What follows belongs to an exercise in optimizing a design on an open flow for small area, a short achievable clock period and few clock cycles; a production flow would make more cautious choices.
Function was not checked in any run shown here: the RTL went through the layout flow alone.
Power figures rest on the tool's default switching activity, not on a simulated workload.

### flow/config.mk
export PLATFORM = sky130hd
export DESIGN_NAME = four_channel_rate_limited_averager_top
export DESIGN_NICKNAME = four_channel_rate_limited_averager_top
export VERILOG_FILES = /design/flow/design.v
export SDC_FILE = /design/flow/constraint.sdc
export NUM_CORES = 4
export LEC_CHECK = 0
export CAP_MARGIN = 20
export CORE_MARGIN = 2
export CORE_UTILIZATION = 40
export SLEW_MARGIN = 20
### flow/constraint.sdc
create_clock -name core_clock -period 5.5 [get_ports {clk}]
set_input_delay 1.1000 -clock core_clock [delete_from_list [all_inputs] [get_ports {clk}]]
set_output_delay 1.1000 -clock core_clock [all_outputs]
set_load 0.01 [all_outputs]
### flow/design.v
package fcrla_pkg;
	localparam int MAX_SAMPLES = 4096;
	localparam int SAMPLE_BITS = 16;
	localparam int LANES    = 4;
	localparam int AVG_W    = 16;
	localparam int COUNT_W  = 13;
	localparam int TIME_W   = 32;
	localparam int IVAL_W   = 16;
	localparam int TALLY_W  = $clog2(MAX_SAMPLES + 1);          
	localparam int TRIPLE_W = TALLY_W + 1;                      
	localparam int SUM_W    = SAMPLE_BITS + $clog2(MAX_SAMPLES);  
	localparam int REM_W    = SUM_W - AVG_W;                    
	localparam int STEPS    = AVG_W / 2;                        
	localparam int CNT_W    = $clog2(STEPS);
	localparam int IN_W     = 104;
	localparam int OUT_W    = 80;
	localparam logic [IVAL_W-1:0] EMIT_INTERVAL_RESET = IVAL_W'(1000);
endpackage
module fcrla_lane (
	input  logic                              clk,
	input  logic                              acc_zero,  
	input  logic                              add,
	input  logic [fcrla_pkg::SAMPLE_BITS-1:0] sample,
	input  logic                              load,
	input  logic                              step,
	input  logic [fcrla_pkg::TALLY_W-1:0]     d1,        
	input  logic [fcrla_pkg::TRIPLE_W-1:0]    d3,        
	output logic [fcrla_pkg::AVG_W-1:0]       avg
);
	localparam int SW = fcrla_pkg::SUM_W;
	localparam int RW = fcrla_pkg::REM_W;
	localparam int AW = fcrla_pkg::AVG_W;
	localparam int TW = fcrla_pkg::TALLY_W;
	logic [SW-1:0]   acc_q;
	logic [SW-1:0]   acc_sum;
	logic [SW-1:0]   div_q;
	logic [SW-1:0]   src;
	logic [RW+1:0]   r4;
	logic [RW+2:0]   s1, s2, s3;
	logic [RW-1:0]   rem;
	logic [1:0]      qd;
	assign acc_sum = acc_q + SW'(sample);
	always_ff @(posedge clk) begin
		unique case ({acc_zero, add})
			2'b00: acc_q <= acc_q;
			2'b01: acc_q <= acc_sum;
			2'b10: acc_q <= '0;
			2'b11: acc_q <= SW'(sample);
		endcase
	end
	assign src = load ? acc_q : div_q;
	assign r4  = src[SW-1:AW-2];
	assign s1 = {1'b0, r4} - (RW+3)'(d1);
	assign s2 = {1'b0, r4} - (RW+3)'({d1, 1'b0});
	assign s3 = {1'b0, r4} - (RW+3)'(d3);
	always_comb begin
		if (!s3[RW+2]) begin
			qd  = 2'd3;
			rem = s3[RW-1:0];
		end else if (!s2[RW+2]) begin
			qd  = 2'd2;
			rem = s2[RW-1:0];
		end else if (!s1[RW+2]) begin
			qd  = 2'd1;
			rem = s1[RW-1:0];
		end else begin
			qd  = 2'd0;
			rem = r4[RW-1:0];
		end
	end
	always_ff @(posedge clk) begin
		if (load || step) begin
			div_q <= {rem, src[AW-3:0], qd};
		end
	end
	assign avg = div_q[AW-1:0];
endmodule
module four_channel_rate_limited_averager_top (
	input  logic                          clk,
	input  logic                          arst_n,
	input  logic                          s_tvalid,
	output logic                          s_tready,
	input  logic [fcrla_pkg::IN_W-1:0]    s_tdata,
	input  logic [1:0]                    s_tuser,
	output logic                          m_tvalid,
	input  logic                          m_tready,
	output logic [fcrla_pkg::OUT_W-1:0]   m_tdata,
	input  logic                          cfg_we,
	input  logic [fcrla_pkg::IVAL_W-1:0]  cfg_data
);
	localparam int TW = fcrla_pkg::TALLY_W;
	localparam int XW = fcrla_pkg::TRIPLE_W;
	localparam int NW = fcrla_pkg::TIME_W;
	logic [fcrla_pkg::IVAL_W-1:0] ival_q;
	logic                         cfgd_q;    
	logic                         stream_q;
	logic [NW-1:0]                last_q;
	logic [NW:0]                  end_q;     
	logic [TW-1:0]                tally_q;
	logic [XW-1:0]                triple_q;  
	logic                         pend_q;    
	logic                         busy_q;    
	logic                         valid_q;   
	logic [fcrla_pkg::CNT_W-1:0]  cnt_q;
	logic [TW-1:0]                count_q;   
	logic [XW-1:0]                count3_q;
	logic                         accept;
	logic                         start;
	logic                         smp;
	logic                         ge_last;
	logic                         lt_end;
	logic                         in_window;
	logic                         emit;
	logic                         div_free;
	logic                         load;
	logic                         zero;
	logic [TW-1:0]                tally_base;
	logic [XW-1:0]                triple_base;
	logic                         add;
	logic [TW-1:0]                d1;
	logic [XW-1:0]                d3;
	logic [NW-1:0]                now;
	logic [NW:0]                  end_sum;
	logic                         done;
	logic [fcrla_pkg::AVG_W-1:0]  avg [fcrla_pkg::LANES];
	assign now      = s_tdata[32:1];
	assign div_free = !busy_q && !valid_q;
	assign load     = pend_q && div_free;
	assign s_tready = !cfgd_q && (!pend_q || div_free);
	assign accept   = s_tvalid && s_tready;
	assign start    = accept && (s_tuser == 2'd1);
	assign smp      = accept && (s_tuser == 2'd0) && stream_q && s_tdata[0];
	assign zero     = load || start;
	assign tally_base  = zero ? '0 : tally_q;
	assign triple_base = zero ? '0 : triple_q;
	assign add      = smp && !tally_base[TW-1];
	assign ge_last   = now >= last_q;
	assign lt_end    = now < end_q[NW-1:0];
	assign in_window = end_q[NW] ? (ge_last || lt_end) : (ge_last && lt_end);
	assign emit      = smp && !in_window;
	assign end_sum  = (cfgd_q ? {1'b0, last_q} : {1'b0, now}) + (NW+1)'(ival_q);
	assign d1 = load ? tally_q : count_q;
	assign d3 = load ? triple_q : count3_q;
	genvar g;
	generate
		for (g = 0; g < fcrla_pkg::LANES; g++) begin : g_lane
			fcrla_lane u_lane (
				.clk      (clk),
				.acc_zero (zero),
				.add      (add),
				.sample   (s_tdata[33 + 16*g +: fcrla_pkg::SAMPLE_BITS]),
				.load     (load),
				.step     (busy_q),
				.d1       (d1),
				.d3       (d3),
				.avg      (avg[g])
			);
		end
	endgenerate
	always_ff @(posedge clk) begin
		tally_q  <= tally_base + TW'(add);
		triple_q <= triple_base + (add ? XW'(3) : '0);
	end
	always_ff @(posedge clk or negedge arst_n) begin
		if (!arst_n) begin
			ival_q <= fcrla_pkg::EMIT_INTERVAL_RESET;
			cfgd_q <= 1'b0;
		end else begin
			cfgd_q <= cfg_we;
			if (cfg_we) begin
				ival_q <= cfg_data;
			end
		end
	end
	always_ff @(posedge clk or negedge arst_n) begin
		if (!arst_n) begin
			stream_q <= 1'b0;
		end else if (accept && s_tuser == 2'd1) begin
			stream_q <= 1'b1;
		end else if (accept && s_tuser == 2'd2) begin
			stream_q <= 1'b0;
		end
	end
	always_ff @(posedge clk or negedge arst_n) begin
		if (!arst_n) begin
			last_q <= '0;
			end_q  <= (NW+1)'(fcrla_pkg::EMIT_INTERVAL_RESET);
		end else begin
			if (emit) begin
				last_q <= now;
			end
			if (emit || cfgd_q) begin
				end_q <= end_sum;
			end
		end
	end
	assign done = busy_q && cnt_q == fcrla_pkg::CNT_W'(fcrla_pkg::STEPS - 1);
	always_ff @(posedge clk or negedge arst_n) begin
		if (!arst_n) begin
			pend_q  <= 1'b0;
			busy_q  <= 1'b0;
			valid_q <= 1'b0;
		end else begin
			pend_q <= emit || (pend_q && !div_free);
			if (load) begin
				busy_q <= 1'b1;
			end else if (done) begin
				busy_q <= 1'b0;
			end
			if (done) begin
				valid_q <= 1'b1;
			end else if (m_tready) begin
				valid_q <= 1'b0;
			end
		end
	end
	always_ff @(posedge clk) begin
		if (load) begin
			cnt_q    <= fcrla_pkg::CNT_W'(1);
			count_q  <= tally_q;
			count3_q <= triple_q;
		end else if (busy_q) begin
			cnt_q <= cnt_q + fcrla_pkg::CNT_W'(1);
		end
	end
	assign m_tvalid = valid_q;
	assign m_tdata  = {3'b000, count_q, avg[3], avg[2], avg[1], avg[0]};
endmodule
### flow/run.sh
#!/bin/bash
# synth_recipe.tcl (not shown) runs the flow's synth.tcl, then flattens the netlist and writes it again
# the make line also repeats each setting of config.mk as NAME=value (left out here)
make -C /OpenROAD-flow-scripts/flow DESIGN_CONFIG=/design/flow/config.mk WORK_HOME=/design/flow/orfs CLKGATE_MAP_FILE= SYNTH_SCRIPT=/design/flow/synth_recipe.tcl finish
==> results.cfg, run 1 <==
[setup_path]
end_kind = flip-flop
r2r_start = busy_q
r2r_end = g_lane[3].u_lane.div_q[19]
worst_setup_path_start_kind = flip-flop
cp_slowest_cell = or3b_4
path_class = reg2reg
required_ns = 5.83
path_buf_inv = 1
path_cells = or3b_4 -> buf_12 -> a21oi_2 -> ha_1 -> a21o_1 -> a211oi_1 -> nor2_1 -> nor4_1 -> o31ai_1 -> a41oi_4 -> nor3_1 -> mux2_4 -> a311o_1
critical_path.max_stage_delay_ns = 0.62
arrival_ns = 5.32
path_max_fanout = 47
reg2reg_slack_ns = 0.50
r2r_cells = 13
crit_family = compound AO/OA/AOI/OAI gates

[cells_and_area]
fin_area_sq_um = 34400
fin_cells = 4542
nets = 3977
final_common_cell = nand2_1
drive_above_1_share_pct = 7.79
layout_common_cells = nand2_1 (456), ha_1 (298), o21ai_0 (241)
final_core_util_pct = 46.3
syn_to_final_growth_pct = 14.5
nFillCells = 7229

[placement]
dpl_cell_area_sq_um = 33000
dp_hpwl_mm = 63.4
port_buffers = 198
post-place-cells = 4455
place_congestion = 0.890

[die]
initial_utilization_pct = 40.4
die_area_sq_um = 77400
io_pins = 209
rows = 100
die_h_um = 278
core_area_sq_um = 74400
die_w_um = 278

[sta]
worst_slew_pin_slew_ns = 1.12
slew_headroom_pct = 23.0
fin_crit_sh_pct = 90.8
final.min_clock_period_ns = 5.00
setup_viol = 0
rsz0062_at_grt = no
hold_viol_final = 0
skew_ns = 0.0255
fmax_ghz = 0.200
setup_tns_ns = 0
slew_violations = 0

[route]
dr.first_iter.drc_count = 1428
wl_mm = 85.3
via_per_inst = 5.52
postRouteAntennaNets = 0
drtPass1Iterations = 5
route.detailed.drc = 0
vias = 25074
wire_per_inst_um = 18.8

[hold_path]
worstHoldPathCells = 2
hold_path.startpoint = count_q[12]
hold_path_end = count_q[12]
hp-class = reg2reg

[global_routing]
track_usage_pct = 21.8
gr-total-overflow = 0
grt_antenna_before_repair = 6
grt_max_degree = 95
grt_pass1_wl_mm = 135
grt_pass1_vias = 24192

[power_and_ir_drop]
p_sw_mw = 7.27
vdd.ir_drop.worst_mv = 0.254
power_frac_seq_pct = 25.6
leakage_nw = 14.3
intPower_mw = 10.0
pwr-share-comb_pct = 57.2
clockPowerShare_pct = 17.1
power.density_nw_per_um2 = 502
power_switching_share_pct = 42.1

[run_status]
status = complete, no violations

[yosys]
yosys_register_bits = 367
synth_top_area_cell = edfxtp_1
ys_async_sr_fraction_pct = 23.4
synthTopCellsByArea = edfxtp_1 (22%), ha_1 (12%), dfrtp_1 (6.2%)
synth-edff-count = 224
yosys_most_used_dff = edfxtp_1
ys_types = 107
synth_top_area_share_pct = 22.4
yosysWarnings = 3
syn_area_sq_um = 30100
syn_inst = 3388
ys_seq_area_share_pct = 33.4
syn_area_per_cell_sq_um = 8.88

[clock_network]
cts_setup_buffers = 0
clock-sinks = 367
cts_hold_buf = 0
cts_buffer_depth = 3
path_clk_slew_ns = 0.06
root_buffer = clkbuf_16
clk_latency_ns = 0.60
cts-htree-levels = 2
cts_tree = built
cts_resized = 0
cts_buffers = 46

[flow_run]
maxCapViolCount = 0
-- registers in the layout, summed over array words and instances (netlist names) --
name	cells
busy_q	1
cfgd_q	1
cnt_q	3
count3_q	14
count_q	13
end_q	33
g_lane.u_lane.acc_q	112
g_lane.u_lane.div_q	112
ival_q	16
last_q	32
pend_q	1
stream_q	1
tally_q	13
triple_q	14
valid_q	1
-- synthesized netlist by cell type (25+ instances only) --
master and n:
a21o_1 72, a21oi_1 190, a31oi_1 31, and3_1 49, buf_4 74, clkbuf_1 72, dfrtp_1 74, dfxtp_1 57
edfxtp_1 224, ha_1 298, inv_1 191, mux2_2 53, mux2i_1 93, nand2_1 457, nand2b_1 46, nand3_1 180
nand4_1 32, nor2_1 177, nor2b_1 40, nor3_1 58, o21a_1 30, o21ai_0 242, o31ai_1 25, or3_1 36
xnor2_1 123, xor2_1 95
-- final cells by class --
type / instances / area, sq um / share of cell area [%]
Antenna cell: 3 / 7.51 / 0.0218
Multi-Input combinational cell: 2650 / 18400 / 53.4
Clock buffer: 64 / 1260 / 3.66
Sequential cell: 367 / 10000 / 29.1
Tap cell: 969 / 1210 / 3.52
Clock inverter: 20 / 174 / 0.505
Inverter: 192 / 721 / 2.09
Timing Repair Buffer: 277 / 2640 / 7.65
-- routing by layer --
metal	global-route usage (%)	up-vias	part of all wire [%]
met1	29.4	11830	46
li1	-	12504	-
met3	3.30	127	5.8
met2	36.2	605	46
met5	0	-	0.056
met4	5.81	8	2.4
-- stage by stage --
| stage | worst slack, ns | power [mW] | hold slack (ns) |
|---|---|---|---|
| 2_1_floorplan | 0.0550 | 11.9 | 0.463 |
| 3_3_place_gp | 0.535 | 14.2 | 0.463 |
| 3_5_place_dp | 0.536 | 14.3 | 0.472 |
| 4_1_cts | 0.499 | 17.3 | 0.482 |
| 5_1_grt | 0.0674 | 18.7 | 0.504 |
| 6_report | 0.504 | 17.3 | 0.477 |
-- cell families (layout without fill, tap and decap cells) --
kind of cell | Yosys count | in the layout | share of synthesized area [%]
AOI/OAI and AO/OA | 795 | 795 | 17.1
xor gates and xnor gates | 218 | 218 | 6.35
adders and majority gates | 331 | 331 | 14.1
buffers and inverters | 373 | 553 | 5.84
DFF | 367 | 367 | 33.4
muxes | 148 | 148 | 5.18
other | 1 | 6 | 0.0125
and+or+nand+nor | 1155 | 1155 | 18.1
-- tightest hold or removal path, stage by stage, from the launching register on --
cell	delay, ns
dfxtp_1	0.31
nand2_1	0.06
nand2_1	0.06
-- power by group through the flow --
| stage | clock (mW) | combinational, mW | sequential, mW |
|---|---|---|---|
| finish | 2.96 | 9.89 | 4.43 |
| global placement | 0 | 9.73 | 4.47 |
| floorplan | 0 | 7.56 | 4.32 |
| CTS | 3.02 | 9.89 | 4.43 |
| global route | 3.12 | 11.1 | 4.52 |
| detailed placement | 0 | 9.83 | 4.48 |
-- how the worst max path moves through the flow --
stage	start	end	slack (ns)	depth (start not counted)
3_3_place_gp	busy_q	g_lane[3].u_lane.div_q[20]	0.53	13
5_1_grt	busy_q	g_lane[0].u_lane.div_q[20]	0.07	16
3_5_place_dp	busy_q	g_lane[3].u_lane.div_q[20]	0.54	13
6_report	busy_q	g_lane[3].u_lane.div_q[19]	0.50	13
2_1_floorplan	valid_q	g_lane[0].u_lane.div_q[20]	0.06	16
4_1_cts	busy_q	g_lane[3].u_lane.div_q[19]	0.50	13
==> inputs of run 2 (changes only) <==
--- a/flow/config.mk
+++ b/flow/config.mk
@@ -9,3 +9,4 @@
 export CORE_MARGIN = 2
 export CORE_UTILIZATION = 40
+export SETUP_SLACK_MARGIN = 2.0
 export SLEW_MARGIN = 20
==> run 2 against run 1 <==
Combinational power is 33% higher. Sequential share of layout area shrank 3.4 points. Cell area grew 13%. Synthesized cell count did not move. Utilization up 6.2 points. Critical path depth increased by 8. Cell count grew 5.2%. Sequential power rose by 0.9%. Area after synthesis unchanged. Clock skew is 0.0017 ns higher. Sequential cell count did not move. Routed wire length rose by 13%. Critical path type unchanged. Largest cell class unchanged.
==> results.cfg, run 2 <==
[placement]
preCtsSetupSlack_ns = 0.706
place_congestion = 0.886
port_buffers = 198
post-place-cells = 4445
dp_hpwl_mm = 64.3

[run_status]
status = complete, no violations

[flow_run]
maxCapViolCount = 0

[yosys]
yosys-top-cells-count = nand2_1 (457), ha_1 (298), o21ai_0 (242), edfxtp_1 (224), inv_1 (191)
ys_async_sr_fraction_pct = 23.4
syn_area_sq_um = 30100
yosys_register_bits = 367
ys_seq_area_share_pct = 33.4
yosys_most_used_dff = edfxtp_1
syn_area_per_cell_sq_um = 8.88
syn_inst = 3388
ys_types = 107
synth-edff-count = 224
synth.most_common_cell = nand2_1
synth_top_area_cell = edfxtp_1
yosysWarnings = 3
synthTopCellsByArea = edfxtp_1 (22%), ha_1 (12%), dfrtp_1 (6.2%)
synth_top_area_share_pct = 22.4

[setup_path]
path_max_fanout = 5
path_class = reg2reg
r2r_start = busy_q
end_kind = flip-flop
arrival_ns = 4.54
reg2reg_slack_ns = 1.29
r2r_end = g_lane[0].u_lane.div_q[20]
r2r_cells = 21
worst_setup_path_start_kind = flip-flop
required_ns = 5.84

[sta]
skew_ns = 0.0272
hold_slack_ns = 0.493
setup_viol = 0
fin_ws_ns = 1.29
rsz0062_at_grt = yes
slew_violations = 0
hold_viol_final = 0
slew_headroom_pct = 31.0
fmax_ghz = 0.238
worst_slew_pin_slew_ns = 1.04
setup_tns_ns = 0
fin_crit_sh_pct = 76.5
final.min_clock_period_ns = 4.21

[clock_network]
cts_hold_buf = 0
cts_tree = built
root_buffer = clkbuf_16
cts-htree-levels = 2
clk_latency_ns = 0.60
cts_buffers = 46
cts_buffer_depth = 3
clock-sinks = 367
path_clk_slew_ns = 0.06

[die]
initial_utilization_pct = 40.4
die_area_sq_um = 77400
die_h_um = 278
rows = 100
core_area_sq_um = 74400
io_pins = 209
die_w_um = 278

[route]
wire_per_inst_um = 20.1
via_per_inst = 5.61
drtPass1Iterations = 5
route.detailed.drc = 0
dr.first_iter.drc_count = 1781
vias = 26834
wl_mm = 96.3
postRouteAntennaNets = 0

[cells_and_area]
final_common_cell = nand2_1
nets = 4216
syn_to_final_growth_pct = 29.9
top_regs = g_lane.u_lane.acc_q (112), g_lane.u_lane.div_q (112), end_q (33)
nFillCells = 6757
drive_above_1_share_pct = 20.6
fin_cells = 4780
layout_common_cells = nand2_1 (433), ha_1 (264), edfxtp_1 (224)
final_core_util_pct = 52.5

[hold_path]
worstHoldPathCells = 2
hp-class = reg2reg
hold_path_end = end_q[8]
hold_path.startpoint = end_q[8]

[global_routing]
track_usage_pct = 23.7
grt_pass1_vias = 25497
grt_antenna_before_repair = 7
gr-total-overflow = 0
grt_max_degree = 125
grt_pass1_wl_mm = 146

[power_and_ir_drop]
vdd.ir_drop.worst_mv = 0.319
leakage_nw = 16.2
power.density_nw_per_um2 = 531
-- run 2: cell counts after synthesis --
No cell type changed its count.
-- run 2: power by group --
group | total, mW | switching, mW | internal, mW
logic | 13.2 | 6.94 | 6.27
registers | 4.47 | 0.460 | 4.01
clock network | 3.06 | 1.29 | 1.77
total | 20.7 | 8.70 | 12.0
-- run 2: cells by family (layout without fill, tap and decap cells) --
family                     count (synthesis)  after routing  share of synthesized area [%]
AOI/OAI and AO/OA                        795            799                           17.1
xor gates and xnor gates                 218            218                           6.35
adders and majority gates                331            331                           14.1
buffers and inverters                    373            785                           5.84
DFF                                      367            367                           33.4
muxes                                    148            148                           5.18
other                                      1              5                         0.0125
and+or+nand+nor                         1155           1158                           18.1
-- run 2: worst max-delay path by stage --
| stage | from | to | cells past startpoint | slack [ns] |
|---|---|---|---|---|
| 6_report | busy_q | g_lane[0].u_lane.div_q[20] | 21 | 1.29 |
| 5_1_grt | busy_q | g_lane[2].u_lane.div_q[19] | 23 | 1.19 |
| 4_1_cts | busy_q | g_lane[1].u_lane.div_q[21] | 21 | 1.41 |
| 3_5_place_dp | busy_q | g_lane[3].u_lane.div_q[19] | 16 | 0.71 |
| 3_3_place_gp | busy_q | g_lane[3].u_lane.div_q[19] | 16 | 0.73 |
| 2_1_floorplan | busy_q | g_lane[3].u_lane.div_q[19] | 19 | 1.06 |
-- run 2: cell type report --
class | instances | area (sq um) | share of cell area, %
antenna | 2 | 5.00 | 0.0128
clock buffer | 64 | 1270 | 3.26
clock inverter | 20 | 204 | 0.522
inverter | 192 | 729 | 1.87
multi-input combinational | 2657 | 20400 | 52.1
sequential | 367 | 10000 | 25.7
tap | 969 | 1210 | 3.10
timing repair buffer | 509 | 5240 | 13.4
-- run 2: timing repair --
action / 4_1_cts / 5_1_grt
gates cloned: 15 / 8
setup buffers: 159 / 67
endpoints found under the setup margin: 190 / 238
resized for setup: 278 / 147
pin swaps: 100 / 89
-- run 2: metal layers --
| metal | GRT usage [%] | up-vias | routed length (um) |
|---|---|---|---|
| met5 | 0 | - | 57 |
| met4 | 7.66 | 8 | 3370 |
| met3 | 3.28 | 177 | 5340 |
| met2 | 39.4 | 760 | 44800 |
| met1 | 31.8 | 12918 | 42700 |
| li1 | - | 12971 | - |
-- run 2: per-stage QoR --
stage	power (mW)	instance area (sq um)
after detailed placement	14.7	33600
after global placement	14.6	33600
final	20.7	39100
after global routing	22.1	39100
after floorplan	12.4	31000
after CTS	19.5	37900
-- run 2: critical path, stage by stage, from the launching register on --
cell       delay [ns]
dfrtp_2          0.42
buf_4            0.17
or3b_4           0.42
buf_6            0.15
nand2_4          0.08
nand2_8          0.08
buf_4            0.15
buf_6            0.11
buf_6            0.12
ha_4             0.16
inv_2            0.05
fa_2             0.19
a21o_1           0.15
a21oi_2          0.08
o211a_1          0.26
o31ai_4          0.26
a41oi_4          0.16
buf_12           0.17
buf_4            0.13
mux2_4           0.26
a2111oi_4        0.30
a21oi_2          0.08
==> inputs of run 3 (changes only) <==
--- a/flow/config.mk
+++ b/flow/config.mk
@@ -6,4 +6,5 @@
 export NUM_CORES = 4
 export LEC_CHECK = 0
+export ABC_CLOCK_PERIOD_IN_PS = 3000
 export CAP_MARGIN = 20
 export CORE_MARGIN = 2
==> run 3 against run 2 <==
Maximum frequency unchanged. Still clean. Critical path type unchanged. Sequential power about the same. Clock skew unchanged. Cell area unchanged.
==> results.cfg, run 3 <==
[run_status]
status = complete, no violations

[hold_path]
worstHoldPathCells = 2
hp-class = reg2reg

[clock_network]
cts_buffers = 46
cts_tree = built
path_clk_slew_ns = 0.06
clock-sinks = 367
cts-htree-levels = 2
cts_buffer_depth = 3
clk_latency_ns = 0.60
root_buffer = clkbuf_16
cts_hold_buf = 0

[power_and_ir_drop]
p_sw_mw = 8.70
pwr-share-comb_pct = 63.7
leakage_nw = 16.2
power.total_mw = 20.7
power_switching_share_pct = 41.9
clockPowerShare_pct = 14.7
power.density_nw_per_um2 = 531
intPower_mw = 12.0
power_frac_seq_pct = 21.6
vdd.ir_drop.worst_mv = 0.319

[yosys]
synthTopCellsByArea = edfxtp_1 (22%), ha_1 (12%), dfrtp_1 (6.2%)
syn_inst = 3388
yosys-top-cells-count = nand2_1 (457), ha_1 (298), o21ai_0 (242), edfxtp_1 (224), inv_1 (191)
ys_async_sr_fraction_pct = 23.4
yosys_most_used_dff = edfxtp_1
syn_area_sq_um = 30100
synth.most_common_cell = nand2_1
yosys_register_bits = 367
yosysWarnings = 3
ys_seq_area_share_pct = 33.4
ys_types = 107
synth-edff-count = 224
syn_area_per_cell_sq_um = 8.88
synth_top_area_share_pct = 22.4
synth_top_area_cell = edfxtp_1

[sta]
slew_headroom_pct = 31.0
setup_viol = 0
hold_viol_final = 0
fmax_ghz = 0.238
final.min_clock_period_ns = 4.21
worst_slew_pin_slew_ns = 1.04
rsz0062_at_grt = yes
slew_violations = 0
hold_slack_ns = 0.493
setup_tns_ns = 0
skew_ns = 0.0272
fin_crit_sh_pct = 76.5

[setup_path]
worst_setup_path_start_kind = flip-flop
required_ns = 5.84
path_class = reg2reg
r2r_cells = 21
arrival_ns = 4.54
end_kind = flip-flop
path_max_fanout = 5

[global_routing]
gr-total-overflow = 0
track_usage_pct = 23.7
grt_pass1_wl_mm = 146
grt_antenna_before_repair = 7
grt_max_degree = 125
grt_pass1_vias = 25497

[cells_and_area]
layout_common_cells = nand2_1 (433), ha_1 (264), edfxtp_1 (224)
final_common_cell = nand2_1
top_regs = g_lane.u_lane.acc_q (112), g_lane.u_lane.div_q (112), end_q (33)
syn_to_final_growth_pct = 29.9
nets = 4216
final_core_util_pct = 52.5
drive_above_1_share_pct = 20.6

[die]
core_area_sq_um = 74400
rows = 100
die_h_um = 278
io_pins = 209
die_w_um = 278
die_area_sq_um = 77400
initial_utilization_pct = 40.4

[route]
postRouteAntennaNets = 0
dr.first_iter.drc_count = 1781
vias = 26834
route.detailed.drc = 0
wl_mm = 96.3
drtPass1Iterations = 5
via_per_inst = 5.61
wire_per_inst_um = 20.1

[flow_run]
maxCapViolCount = 0

[placement]
port_buffers = 198
place_congestion = 0.886
dp_hpwl_mm = 64.3
## run 3: layout make-up
class	instances	area, sq um
diodes	2	5.00
clock buffers	64	1270
clock inverters	20	204
fillers	6757	35400
inverters	192	729
multi-input cells	2657	20400
flip-flops and latches	367	10000
well taps	969	1210
repair buffers	509	5240
## run 3: final timing paths
check | start | to | slack (ns)
worst max-delay path | busy_q | g_lane[0].u_lane.div_q[20] | 1.29
worst min-delay path | end_q[8] | end_q[8] | 0.49
worst max register to register | busy_q | g_lane[0].u_lane.div_q[20] | 1.29
worst min register to register | end_q[8] | end_q[8] | 0.49
max in group asynchronous | arst_n | last_q[16] | 4.02
min in group asynchronous | arst_n | last_q[31] | 0.53
## run 3: critical path, stage by stage, from the launching register on
cell,delay (ns)
dfrtp_2,0.42
buf_4,0.17
or3b_4,0.42
buf_6,0.15
nand2_4,0.08
nand2_8,0.08
buf_4,0.15
buf_6,0.11
buf_6,0.12
ha_4,0.16
inv_2,0.05
fa_2,0.19
a21o_1,0.15
a21oi_2,0.08
o211a_1,0.26
o31ai_4,0.26
a41oi_4,0.16
buf_12,0.17
buf_4,0.13
mux2_4,0.26
a2111oi_4,0.30
a21oi_2,0.08
## run 3: power groups by stage
stage	combinational [mW]	sequential, mW	clock [mW]
finish	13.2	4.47	3.06
global route	14.4	4.54	3.22
CTS	11.9	4.47	3.13
detailed placement	10.2	4.51	0
global placement	10.1	4.50	0
floorplan	8.11	4.31	0
## run 3: kinds of logic after synthesis
logic type / synth area share [%]
xor+xnor: 6.35
fa+ha+maj: 14.1
mux: 5.18
flops: 33.4
compound gates: 17.1
simple gates: 18.1
buf+inv: 5.84
other cells: 0.0125
## run 3: metrics by stage
| stage | cell area [sq um] | std cells | setup slack [ns] |
|---|---|---|---|
| 2_1_floorplan | 31000 | 3390 | 1.06 |
| 3_3_place_gp | 33600 | 4445 | 0.730 |
| 3_5_place_dp | 33600 | 4445 | 0.706 |
| 4_1_cts | 37900 | 4703 | 1.41 |
| 5_1_grt | 39100 | 4779 | 1.19 |
| 6_report | 39100 | 4780 | 1.29 |
## run 3: timing repair
item                                    CTS  global route
gates resized for setup                 278           147
buffers inserted                        159            67
cloned                                   15             8
pin swaps                               100            89
hold endpoints to repair                  0             0
endpoints found under the setup margin  190           238
## run 3: routing by layer
metal / vias to the layer above / track usage [%] / share of wire (%)
met1: 12918 / 31.8 / 44
met2: 760 / 39.4 / 47
met3: 177 / 3.28 / 5.5
met4: 8 / 7.66 / 3.5
met5: - / 0 / 0.059
li1: 12971 / - / -

[separate check: timing with driven ports]
No port has a modelled driver above. Below, the same layouts with a new extraction and two added sets of constraints.
Step 1 assumes that a clkbuf_16 drives the clock port and a buf_2 every other input.
Step 2 also shifts input and output timing later by t, the mid clock arrival at the registers, as if the neighbouring blocks saw the same clock.
Slacks: no drivers / after step 1 / after step 2; pairs: no drivers / after step 1.
run | shift t [ns] | setup WS [ns] | worst hold slack (ns) | worst setup path at the end | worst slew at a driven data input, ns
run 1 | 0.650 | 0.504 / 0.504 / 0.504 | 0.477 / 0.477 / 0.477 | register to register | 0.10
run 2 | 0.653 | 1.294 / 1.294 / 1.294 | 0.493 / 0.486 / 0.493 | register to register | 0.10
run 3 | 0.653 | 1.294 / 1.294 / 1.294 | 0.493 / 0.486 / 0.493 | register to register | 0.10
After both steps setup and hold are still met in every run listed.
